This is an optimization exercise on Yosys and OpenROAD, whose aim is small area, not a production implementation.
The RTL was checked by simulation tests, not by an equivalence proof against the original design.
Power and IR drop assume default switching activity.

// thumb_core
module thumb_core (
	input  logic        clk,
	input  logic        rst,
	output logic [31:0] prog_addr,
	input  logic [31:0] prog_data,
	output logic [31:0] mem_addr,
	output logic [31:0] mem_wdata,
	output logic [1:0]  mem_size,
	output logic        mem_we,
	input  logic [31:0] mem_rdata
);
export LEC_CHECK = 0
export CAP_MARGIN = 20
export CORE_MARGIN = 2
export CORE_UTILIZATION = 65
export CTS_BUF_LIST = sky130_fd_sc_hd__clkbuf_8
export CTS_CLUSTER_DIAMETER = 100
export CTS_CLUSTER_SIZE = 18
export PLACE_DENSITY = 0.75
export SLEW_MARGIN = 20
export SYNTH_HIERARCHICAL = 1
create_clock -name core_clock -period 12.0 [get_ports {clk}]
standard.sh (not shown) runs the stock make flow with config.mk's settings and CLKGATE_MAP_FILE= SYNTH_SCRIPT=/design/flow/synth_recipe.tcl, a recipe that flattens the netlist after the stock synthesis.
==> flow/flow/run.sh <==
#!/bin/bash
# Standard ORFS layout; only the port buffers use the smallest buffer cell.
set -euo pipefail
export BUFFER_PORTS_ARGS="-buffer_cell sky130_fd_sc_hd__buf_1"
bash standard.sh > standard_flow.log 2>&1
Next try:
- PLACE_DENSITY: 0.75 -> 0.65
After rerunning: The new run went through all stages and came out clean; synthesized cell count is unchanged; wire length came out higher by 2.1%; global-route usage goes up by 0.35 points; clock-buffer cell count does not change.
Next try:
- CTS_CLUSTER_DIAMETER: 100 -> 60
- PLACE_DENSITY: 0.65 -> 0.75
The new run produced a clean layout.
Final area is higher slightly.
Final cell count stays the same.
Wire length is lower by a few percent.
Worst hold slack stays flat.
Next try:
- CORE_UTILIZATION: 65 -> 60
- CTS_CLUSTER_DIAMETER: 60 -> 100
- PLACE_DENSITY: 0.75 -> 0.7
After rerunning: Cell area stays flat. Routed wire length falls by 2.6%. Utilization falls by 5.7 points. Sequential power hardly moves. Worst setup slack is about the same. Via count falls by 0.42%. Global-route usage falls by 1.8 points. Flip-flop and latch count is unchanged. Register-to-register slack is about the same.
Next try:
- CORE_UTILIZATION: 60 -> 65
- CTS_BUF_LIST: sky130_fd_sc_hd__clkbuf_8 -> sky130_fd_sc_hd__clkbuf_16
- CTS_CLUSTER_SIZE: 18 -> 30
- PLACE_DENSITY: 0.7 -> 0.75
Effect:
- The changed run completed with no timing, DRC or antenna violations
- via count fell slightly
- design area stays flat
- core utilization went up by 5.8 points
- total power rose by a few percent
- synthesized cell count does not change
- worst setup slack is better by 8.9 ps
- worst hold slack is better by 11 ps

========
## v29
thumb_core, a different RTL version from the one above (not shown whole).
Size in the first run: ~740 cells after synthesis, roughly 170 I/O pins.
Settings: LEC_CHECK=0, CAP_MARGIN=20, CORE_MARGIN=2, CORE_UTILIZATION=72, CTS_BUF_LIST=sky130_fd_sc_hd__clkbuf_8, CTS_CLUSTER_DIAMETER=60, CTS_CLUSTER_SIZE=18, PLACE_DENSITY=0.82, SLEW_MARGIN=20, SYNTH_HIERARCHICAL=1; clock period 12.0 ns.
Scripts as last shown in full above: flow/flow/run.sh
> inputs changed (v29 -> v15)
- PLACE_DENSITY now 0.75, was 0.82
- CORE_UTILIZATION now 65, was 72
==> comparison <==
Going from v29 to v15, final core area utilization went down by 6.9 points, global-route wire length before repair went down by about 4%, die boundary height went up by about 5%. Maximum frequency delta (v15 − v29): favourable. Worst path arrival time was lower in v15 than in v29. Total non-filler cell area in the finished layout: v29 vs v15 — no meaningful difference. In v15 relative to v29, count of non-CTS buffers in the layout had gone up slightly. Diff v29 -> v15 | total net switching power | decrease of 2.3%. Summary: with v29 as the reference, detailed-route wire length in v15 moved down by a few percent.

========
thumb_core, a different RTL version from the one above (not shown whole).
Size: ~780 cells after synthesis, about 12000 um^2 of cells after synthesis.
clock: 12.0 ns
lec_check: 0
cap_margin: 20
core_margin: 2
core_utilization: 65
cts_buf_list: sky130_fd_sc_hd__clkbuf_8
cts_cluster_diameter: 60
cts_cluster_size: 16
place_density: 0.75
slew_margin: 20
synth_hierarchical: 1
Scripts as last shown in full above: flow/flow/run.sh
The first run finished with timing, DRC and antenna clean.
Then changed:
Settings changed: CORE_UTILIZATION 65 to 40, PLACE_DENSITY 0.75 to not set.
The changed run finished clean.
Sequential power barely changes.
Routed wire length goes down by 2.6%.
Total power goes up by 2.2%.
First-iteration DRC count goes up by about 90%.
Area after synthesis is unchanged.
Clock power goes up by 7.9%.
Count of clock-buffer cells in the layout goes up by 1.
Die area goes up by 60%.
Hold slack is worse by 15 ps.
Core utilization goes down by 28 points.

========
Another version of the RTL of thumb_core (not shown whole).
Size in the first run: roughly 170 I/O pins, about 12,000 sq um of cells after synthesis.
==> flow/config.mk <==
export PLATFORM = sky130hd
export DESIGN_NAME = thumb_core
export DESIGN_NICKNAME = thumb_core
export VERILOG_FILES = /design/flow/design.v
export SDC_FILE = /design/flow/constraint.sdc
export NUM_CORES = 4
export LEC_CHECK = 0
export CAP_MARGIN = 20
export CORE_MARGIN = 2
export CORE_UTILIZATION = 65
export CTS_BUF_LIST = sky130_fd_sc_hd__clkbuf_8
export CTS_CLUSTER_DIAMETER = 60
export CTS_CLUSTER_SIZE = 19
export PLACE_DENSITY = 0.75
export SLEW_MARGIN = 20
export SYNTH_HIERARCHICAL = 1
==> flow/constraint.sdc <==
create_clock -name core_clock -period 12.0 [get_ports {clk}]
set_input_delay 2.4000 -clock core_clock [delete_from_list [all_inputs] [get_ports {clk}]]
set_output_delay 2.4000 -clock core_clock [all_outputs]
set_load 0.01 [all_outputs]
Scripts as last shown in full above: flow/flow/run.sh
Change:
Settings changed: CTS_CLUSTER_SIZE 19 to 16.
Cell area went up by 0.39%. Count of clock-buffer cells in the layout went up by 2. Total power went up by 1.7%. Sequential power is about the same. Routed wire length barely changes. Via count is about the same. First-iteration DRC count went down by about 4%. Final cell count hardly moves. Utilization went up by 0.28 points. Maximum frequency is about the same. Die area stays the same.
Change:
Settings changed: CTS_BUF_LIST sky130_fd_sc_hd__clkbuf_8 to sky130_fd_sc_hd__clkbuf_4 sky130_fd_sc_hd__clkbuf_8.
=> Via count barely changes; worst setup slack degrades by 0.010 ns; final area barely changes; routed wire length is about the same; synthesized cell count is unchanged; clock skew is about the same; count of clock-buffer cells in the layout is higher by 4; final cell count is unchanged; critical path depth stays the same; sequential power barely changes; die area does not change.

========
exp/xenon:
thumb_core, a different RTL version from the one above (not shown whole).
For scale: about 750 cells after synthesis, about 360 flip-flops, roughly 170 I/O pins, about 0.012 mm^2 of cells after synthesis.
export LEC_CHECK = 0
export CAP_MARGIN = 20
export CORE_MARGIN = 2
export CORE_UTILIZATION = 65
export CTS_BUF_LIST = sky130_fd_sc_hd__clkbuf_8
export CTS_CLUSTER_DIAMETER = 60
export CTS_CLUSTER_SIZE = 18
export GPL_TIMING_DRIVEN = 0
export PLACE_DENSITY = 0.75
export SLEW_MARGIN = 20
export SYNTH_HIERARCHICAL = 1
create_clock -name core_clock -period 12.0 [get_ports {clk}]
Scripts as last shown in full above: flow/flow/run.sh
Edits applied to the flow inputs when going from exp/xenon to exp/delta:
- removing GPL_TIMING_DRIVEN (formerly 0)
Compared with exp/xenon, in exp/delta combinational share of power shrank by 0.2 points, time the worst path needs with I/O delays and setup shrank by 87 ps.
exp/delta vs exp/xenon, worst setup slack went up by 87 ps.
Antenna diode count in exp/delta vs exp/xenon: down 1
Clock network fraction of design power: exp/delta vs exp/xenon up 0.4 points
Re overall routing resource usage: exp/xenon and exp/delta aren't equal, and the higher value belongs to exp/xenon.
Modified inputs, exp/ember compared to exp/delta
- CTS_BUF_LIST changed from sky130_fd_sc_hd__clkbuf_8 to sky130_fd_sc_hd__clkbuf_4
- CTS_CLUSTER_DIAMETER changed from 60 to 40
- CTS_CLUSTER_SIZE changed from 18 to 10
==> run notes <==
- When exp/ember is measured against exp/delta, its final non-filler cell total turns out 31 higher.
- Number of antenna cells inserted | exp/ember above exp/delta
- In exp/ember, final wirelength is lower than in exp/delta.
- Per the comparison of exp/ember with exp/delta, portion of total power attributed to the clock network +4.4 points; net switching power +0.018 mW.
- Setup slack: exp/ember less than exp/delta

-- what the ideal ports hide --
No port has a modelled driver above. Below, the same layouts with a new extraction and two added sets of constraints. Step 1, drivers: a clkbuf_16 drives clk and a buf_2 each remaining input, both assumed. Step 2 adds t to the input delays and takes it off the output delays; t is the mean of the earliest and latest rising clock arrival at the registers after step 1. Input paths then give back, and output paths get back, about the clock's delay inside the block. Three values: ideal ports, drivers, drivers and shift; two values: the first two.
| run | shift t [ns] | setup slack, ns | worst hold slack (ns) | clock arrival spread, ns | worst slew at a driven data input, ns |
|---|---|---|---|---|---|
| the first run of note 1 | 0.596 | 0.360 / 0.360 / 0.360 | 0.328 / 0.328 / 0.328 | 0.026 / 0.026 | 0.04 |
| the second run of note 1 | 0.583 | 0.238 / 0.238 / 0.238 | 0.319 / 0.319 / 0.319 | 0.039 / 0.040 | 0.06 |
| the third run of note 1 | 0.596 | 0.368 / 0.368 / 0.368 | 0.319 / 0.319 / 0.319 | 0.028 / 0.028 | 0.04 |
| the fourth run of note 1 | 0.568 | 0.365 / 0.365 / 0.365 | 0.312 / 0.312 / 0.312 | 0.022 / 0.022 | 0.05 |
| the fifth run of note 1 | 0.528 | 0.374 / 0.374 / 0.374 | 0.324 / 0.324 / 0.324 | 0.022 / 0.023 | 0.04 |
| v29 | 0.593 | 0.288 / 0.288 / 0.288 | 0.320 / 0.320 / 0.320 | 0.013 / 0.013 | 0.05 |
| v15 | 0.606 | 0.343 / 0.343 / 0.343 | 0.323 / 0.323 / 0.323 | 0.016 / 0.016 | 0.06 |
| the first run of note 3 | 0.581 | 0.339 / 0.339 / 0.339 | 0.321 / 0.321 / 0.321 | 0.029 / 0.029 | 0.04 |
| the second run of note 3 | 0.605 | 0.319 / 0.319 / 0.319 | 0.306 / 0.306 / 0.306 | 0.049 / 0.049 | 0.06 |
| the first run of note 4 | 0.578 | 0.304 / 0.304 / 0.304 | 0.314 / 0.314 / 0.314 | 0.038 / 0.038 | 0.07 |
| the second run of note 4 | 0.587 | 0.300 / 0.300 / 0.300 | 0.321 / 0.321 / 0.321 | 0.023 / 0.024 | 0.07 |
| the third run of note 4 | 0.587 | 0.290 / 0.290 / 0.290 | 0.321 / 0.321 / 0.321 | 0.023 / 0.023 | 0.07 |
| exp/xenon | 0.583 | 0.263 / 0.263 / 0.263 | 0.320 / 0.320 / 0.320 | 0.037 / 0.037 | 0.08 |
| exp/delta | 0.595 | 0.350 / 0.350 / 0.350 | 0.306 / 0.306 / 0.306 | 0.036 / 0.036 | 0.05 |
| exp/ember | 0.682 | 0.316 / 0.316 / 0.316 | 0.323 / 0.323 / 0.323 | 0.053 / 0.053 | 0.05 |
After both steps every run listed still meets setup and hold.
